This design comes from an exercise in tuning for small area, a short achievable clock period and few clock cycles on the open sky130 flow, not from production work. Power and IR drop assume default switching activity.

==> indigo <==
// systolic_array_os
module systolic_array_os #(
  parameter int unsigned ROW   = sys_array_pkg::DefaultRow,
  parameter int unsigned COL   = sys_array_pkg::DefaultCol,
  parameter int unsigned ES    = sys_array_pkg::DefaultEs,
  parameter int unsigned K_MAX = sys_array_pkg::DefaultKMax,
  parameter int unsigned ACC_W = 2 * ES + $clog2(K_MAX)
) (
  input  logic                         clk,
  input  logic                         rst_n,
  input  logic                         start,
  input  logic [$clog2(K_MAX+1)-1:0]   k_len,
  input  logic                         signed_mode,
  input  logic                         in_vld,
  output logic                         in_rdy,
  input  logic [ROW*ES-1:0]            a_vec,
  input  logic [COL*ES-1:0]            b_vec,
  output logic                         out_vld,
  input  logic                         out_rdy,
  output logic [COL*ACC_W-1:0]         out_row,
  output logic [$clog2(ROW)-1:0]       out_row_idx,
  output logic                         out_last,
  output logic                         busy,
  output logic                         done
);
Settings: LEC_CHECK=0, CAP_MARGIN=20, CORE_MARGIN=2, CORE_UTILIZATION=60, SLEW_MARGIN=20; clock period 10.0 ns.
standard.sh (not shown) runs the stock make flow with config.mk's settings and CLKGATE_MAP_FILE= SYNTH_SCRIPT=/design/flow/synth_recipe.tcl, a recipe that flattens the netlist after the stock synthesis.
==> flow/flow/run.sh <==
#!/bin/bash
# Standard ORFS layout with three changes:
#  - synthesis skips Yosys's early "abc -fast", so full adders are extracted from the
#    RTL's own adder expressions (no inverters between adder cells); registers are
#    unchanged,
#  - ports are buffered with buf_2 instead of a delay buffer,
#  - repair_timing aims at a tighter setup margin.
set -u
sed -e 's/synth -nofsm -noshare/synth -nofsm -noshare -noabc/' synth_recipe.tcl > synth_noabc.tcl
bash standard.sh SYNTH_SCRIPT=$PWD/synth_noabc.tcl SETUP_SLACK_MARGIN=5.3 \
  "BUFFER_PORTS_ARGS=-buffer_cell sky130_fd_sc_hd__buf_2" finish > standard.log 2>&1
==> quartz (differences from indigo) <==
--- a/flow/design.v
+++ b/flow/design.v
@@ -174,50 +174,62 @@
   logic w_pp169;
   logic w_gg170;
   logic w_pp171;
   logic w_gg172;
   logic w_pp173;
   logic w_gg174;
   logic w_gg175;
-  logic w_pp176;
-  logic w_gg177;
-  logic w_pp178;
-  logic w_gg179;
-  logic w_pp180;
-  logic w_gg181;
+  logic w_gg176;
+  logic w_pp177;
+  logic w_gg178;
+  logic w_pp179;
+  logic w_gg180;
+  logic w_pp181;
   logic w_gg182;
   logic w_pp183;
   logic w_gg184;
-  logic w_gg185;
+  logic w_pp185;
   logic w_gg186;
-  logic w_gg187;
+  logic w_pp187;
   logic w_gg188;
   logic w_gg189;
   logic w_gg190;
   logic w_gg191;
   logic w_gg192;
-  logic w_gg193;
+  logic w_pp193;
   logic w_gg194;
-  logic w_gg195;
-  logic w_sm196;
-  logic w_sm197;
-  logic w_sm198;
-  logic w_sm199;
-  logic w_sm200;
-  logic w_sm201;
-  logic w_sm202;
-  logic w_sm203;
-  logic w_sm204;
-  logic w_sm205;
-  logic w_sm206;
-  logic w_sm207;
+  logic w_pp195;
+  logic w_gg196;
+  logic w_pp197;
+  logic w_gg198;
+  logic w_pp199;
+  logic w_gg200;
+  logic w_gg201;
+  logic w_gg202;
+  logic w_gg203;
+  logic w_gg204;
+  logic w_gg205;
+  logic w_gg206;
+  logic w_gg207;
   logic w_sm208;
   logic w_sm209;
   logic w_sm210;
   logic w_sm211;
+  logic w_sm212;
+  logic w_sm213;
+  logic w_sm214;
+  logic w_sm215;
+  logic w_sm216;
+  logic w_sm217;
+  logic w_sm218;
+  logic w_sm219;
+  logic w_sm220;
+  logic w_sm221;
+  logic w_sm222;
+  logic w_sm223;
   logic [5:0] w_hi0, w_hi1;
   assign w_acc_q = i_clr ? '0 : r_acc;
   assign w_pp_0_0 = i_a[0] & i_b[0];
   assign w_pp_0_1 = i_a[0] & i_b[1];
   assign w_pp_0_2 = i_a[0] & i_b[2];
   assign w_pp_0_3 = i_a[0] & i_b[3];
   assign w_pp_0_4 = i_a[0] & i_b[4];
@@ -449,56 +461,68 @@
   assign w_pp167 = w_p146 & w_p144;
   assign w_gg168 = w_g149 | (w_p150 & w_g147);
   assign w_pp169 = w_p150 & w_p148;
   assign w_gg170 = w_g153 | (w_p154 & w_g151);
   assign w_pp171 = w_p154 & w_p152;
   assign w_gg172 = w_g157 | (w_p158 & w_g155);
   assign w_pp173 = w_p158 & w_p156;
-  assign w_gg174 = w_gg160 | (w_pp161 & w_gg159);
-  assign w_gg175 = w_gg164 | (w_pp165 & w_gg162);
-  assign w_pp176 = w_pp165 & w_pp163;
-  assign w_gg177 = w_gg168 | (w_pp169 & w_gg166);
-  assign w_pp178 = w_pp169 & w_pp167;
-  assign w_gg179 = w_gg172 | (w_pp173 & w_gg170);
-  assign w_pp180 = w_pp173 & w_pp171;
-  assign w_gg181 = w_gg175 | (w_pp176 & w_gg174);
-  assign w_gg182 = w_gg179 | (w_pp180 & w_gg177);
-  assign w_pp183 = w_pp180 & w_pp178;
-  assign w_gg184 = w_gg182 | (w_pp183 & w_gg181);
-  assign w_gg185 = w_gg177 | (w_pp178 & w_gg181);
-  assign w_gg186 = w_gg162 | (w_pp163 & w_gg174);
-  assign w_gg187 = w_gg166 | (w_pp167 & w_gg181);
-  assign w_gg188 = w_gg170 | (w_pp171 & w_gg185);
-  assign w_gg189 = w_g131 | (w_p132 & w_gg159);
-  assign w_gg190 = w_g135 | (w_p136 & w_gg174);
-  assign w_gg191 = w_g139 | (w_p140 & w_gg186);
-  assign w_gg192 = w_g143 | (w_p144 & w_gg181);
-  assign w_gg193 = w_g147 | (w_p148 & w_gg187);
-  assign w_gg194 = w_g151 | (w_p152 & w_gg185);
-  assign w_gg195 = w_g155 | (w_p156 & w_gg188);
-  assign w_sm196 = w_p128 ^ 1'b0;
-  assign w_sm197 = w_p130 ^ w_g127;
-  assign w_sm198 = w_p132 ^ w_gg159;
-  assign w_sm199 = w_p134 ^ w_gg189;
-  assign w_sm200 = w_p136 ^ w_gg174;
-  assign w_sm201 = w_p138 ^ w_gg190;
-  assign w_sm202 = w_p140 ^ w_gg186;
-  assign w_sm203 = w_p142 ^ w_gg191;
-  assign w_sm204 = w_p144 ^ w_gg181;
-  assign w_sm205 = w_p146 ^ w_gg192;
-  assign w_sm206 = w_p148 ^ w_gg187;
-  assign w_sm207 = w_p150 ^ w_gg193;
-  assign w_sm208 = w_p152 ^ w_gg185;
-  assign w_sm209 = w_p154 ^ w_gg194;
-  assign w_sm210 = w_p156 ^ w_gg188;
-  assign w_sm211 = w_p158 ^ w_gg195;
-  assign w_sum[15:0] = {w_sm211, w_sm210, w_sm209, w_sm208, w_sm207, w_sm206, w_sm205, w_sm204, w_sm203, w_sm202, w_sm201, w_sm200, w_sm199, w_sm198, w_sm197, w_sm196};
+  assign w_gg174 = w_g131 | (w_p132 & w_gg159);
+  assign w_gg175 = w_gg160 | (w_pp161 & w_gg159);
+  assign w_gg176 = w_g139 | (w_p140 & w_gg162);
+  assign w_pp177 = w_p140 & w_pp163;
+  assign w_gg178 = w_gg164 | (w_pp165 & w_gg162);
+  assign w_pp179 = w_pp165 & w_pp163;
+  assign w_gg180 = w_g147 | (w_p148 & w_gg166);
+  assign w_pp181 = w_p148 & w_pp167;
+  assign w_gg182 = w_gg168 | (w_pp169 & w_gg166);
+  assign w_pp183 = w_pp169 & w_pp167;
+  assign w_gg184 = w_g155 | (w_p156 & w_gg170);
+  assign w_pp185 = w_p156 & w_pp171;
+  assign w_gg186 = w_gg172 | (w_pp173 & w_gg170);
+  assign w_pp187 = w_pp173 & w_pp171;
+  assign w_gg188 = w_g135 | (w_p136 & w_gg175);
+  assign w_gg189 = w_gg162 | (w_pp163 & w_gg175);
+  assign w_gg190 = w_gg176 | (w_pp177 & w_gg175);
+  assign w_gg191 = w_gg178 | (w_pp179 & w_gg175);
+  assign w_gg192 = w_g151 | (w_p152 & w_gg182);
+  assign w_pp193 = w_p152 & w_pp183;
+  assign w_gg194 = w_gg170 | (w_pp171 & w_gg182);
+  assign w_pp195 = w_pp171 & w_pp183;
+  assign w_gg196 = w_gg184 | (w_pp185 & w_gg182);
+  assign w_pp197 = w_pp185 & w_pp183;
+  assign w_gg198 = w_gg186 | (w_pp187 & w_gg182);
+  assign w_pp199 = w_pp187 & w_pp183;
+  assign w_gg200 = w_g143 | (w_p144 & w_gg191);
+  assign w_gg201 = w_gg166 | (w_pp167 & w_gg191);
+  assign w_gg202 = w_gg180 | (w_pp181 & w_gg191);
+  assign w_gg203 = w_gg182 | (w_pp183 & w_gg191);
+  assign w_gg204 = w_gg192 | (w_pp193 & w_gg191);
+  assign w_gg205 = w_gg194 | (w_pp195 & w_gg191);
+  assign w_gg206 = w_gg196 | (w_pp197 & w_gg191);
+  assign w_gg207 = w_gg198 | (w_pp199 & w_gg191);
+  assign w_sm208 = w_p128 ^ 1'b0;
+  assign w_sm209 = w_p130 ^ w_g127;
+  assign w_sm210 = w_p132 ^ w_gg159;
+  assign w_sm211 = w_p134 ^ w_gg174;
+  assign w_sm212 = w_p136 ^ w_gg175;
+  assign w_sm213 = w_p138 ^ w_gg188;
+  assign w_sm214 = w_p140 ^ w_gg189;
+  assign w_sm215 = w_p142 ^ w_gg190;
+  assign w_sm216 = w_p144 ^ w_gg191;
+  assign w_sm217 = w_p146 ^ w_gg200;
+  assign w_sm218 = w_p148 ^ w_gg201;
+  assign w_sm219 = w_p150 ^ w_gg202;
+  assign w_sm220 = w_p152 ^ w_gg203;
+  assign w_sm221 = w_p154 ^ w_gg204;
+  assign w_sm222 = w_p156 ^ w_gg205;
+  assign w_sm223 = w_p158 ^ w_gg206;
+  assign w_sum[15:0] = {w_sm223, w_sm222, w_sm221, w_sm220, w_sm219, w_sm218, w_sm217, w_sm216, w_sm215, w_sm214, w_sm213, w_sm212, w_sm211, w_sm210, w_sm209, w_sm208};
   assign w_hi0 = {w_c124, w_c122, w_c120, w_c118, w_c116, w_c114} + {w_s125, w_s123, w_s121, w_s119, w_s117, w_s115};
   assign w_hi1 = {w_c124, w_c122, w_c120, w_c118, w_c116, w_c114} + {w_s125, w_s123, w_s121, w_s119, w_s117, w_s115} + 1'b1;
-  assign w_sum[21:16] = w_gg184 ? w_hi1 : w_hi0;
+  assign w_sum[21:16] = w_gg207 ? w_hi1 : w_hi0;
   always_ff @(posedge clk) begin
     r_acc <= w_sum;
   end
   assign o_acc = r_acc;
 endmodule
 module systolic_array_os #(
   parameter int unsigned ROW   = sys_array_pkg::DefaultRow,
==> notes.md <==
indigo finished with timing, DRC and antenna clean. quartz finished clean.
Against quartz, the count of clock-buffer cells in the layout of indigo is lower by 7.
Between quartz and indigo, the lower utilization is in quartz (gap 2.8 points).
Combinational power is about the same in indigo and quartz.
Die area is about the same in indigo and quartz.
Critical path depth is the same in indigo and quartz.
Against quartz, the cell count of indigo is smaller by 0.39%.
Between quartz and indigo, the lower register-to-register slack is in quartz (gap 0.04 ns).
Of quartz and indigo, quartz has the higher clock skew (gap 0.015 ns).
In sequential power, indigo and quartz hardly differ.
No run of this note included a check of the RTL's function; only the layout flow was run.

## what the ideal ports hide
The results above use ideal ports. As a check the final layouts listed here were re-extracted and re-timed, cells and wires unchanged. Step 1 sets driving cells, clkbuf_16 on the clock port and buf_2 on the other inputs (assumed; they add their load-dependent delay and slew). Step 2 also shifts input and output timing later by t, the mid clock arrival at the registers, as if the neighbouring blocks saw the same clock. Three values: no drivers, after step 1, after step 2; two values: the first two.
run | t (ns) | setup WS [ns] | hold slack, ns | worst setup path at the end
indigo | 0.736 | 5.267 / 5.267 / 5.267 | 0.465 / 0.465 / 0.465 | register to register
quartz | 0.746 | 5.223 / 5.223 / 5.223 | 0.534 / 0.534 / 0.534 | register to register
After both steps setup and hold are still met in every run listed.
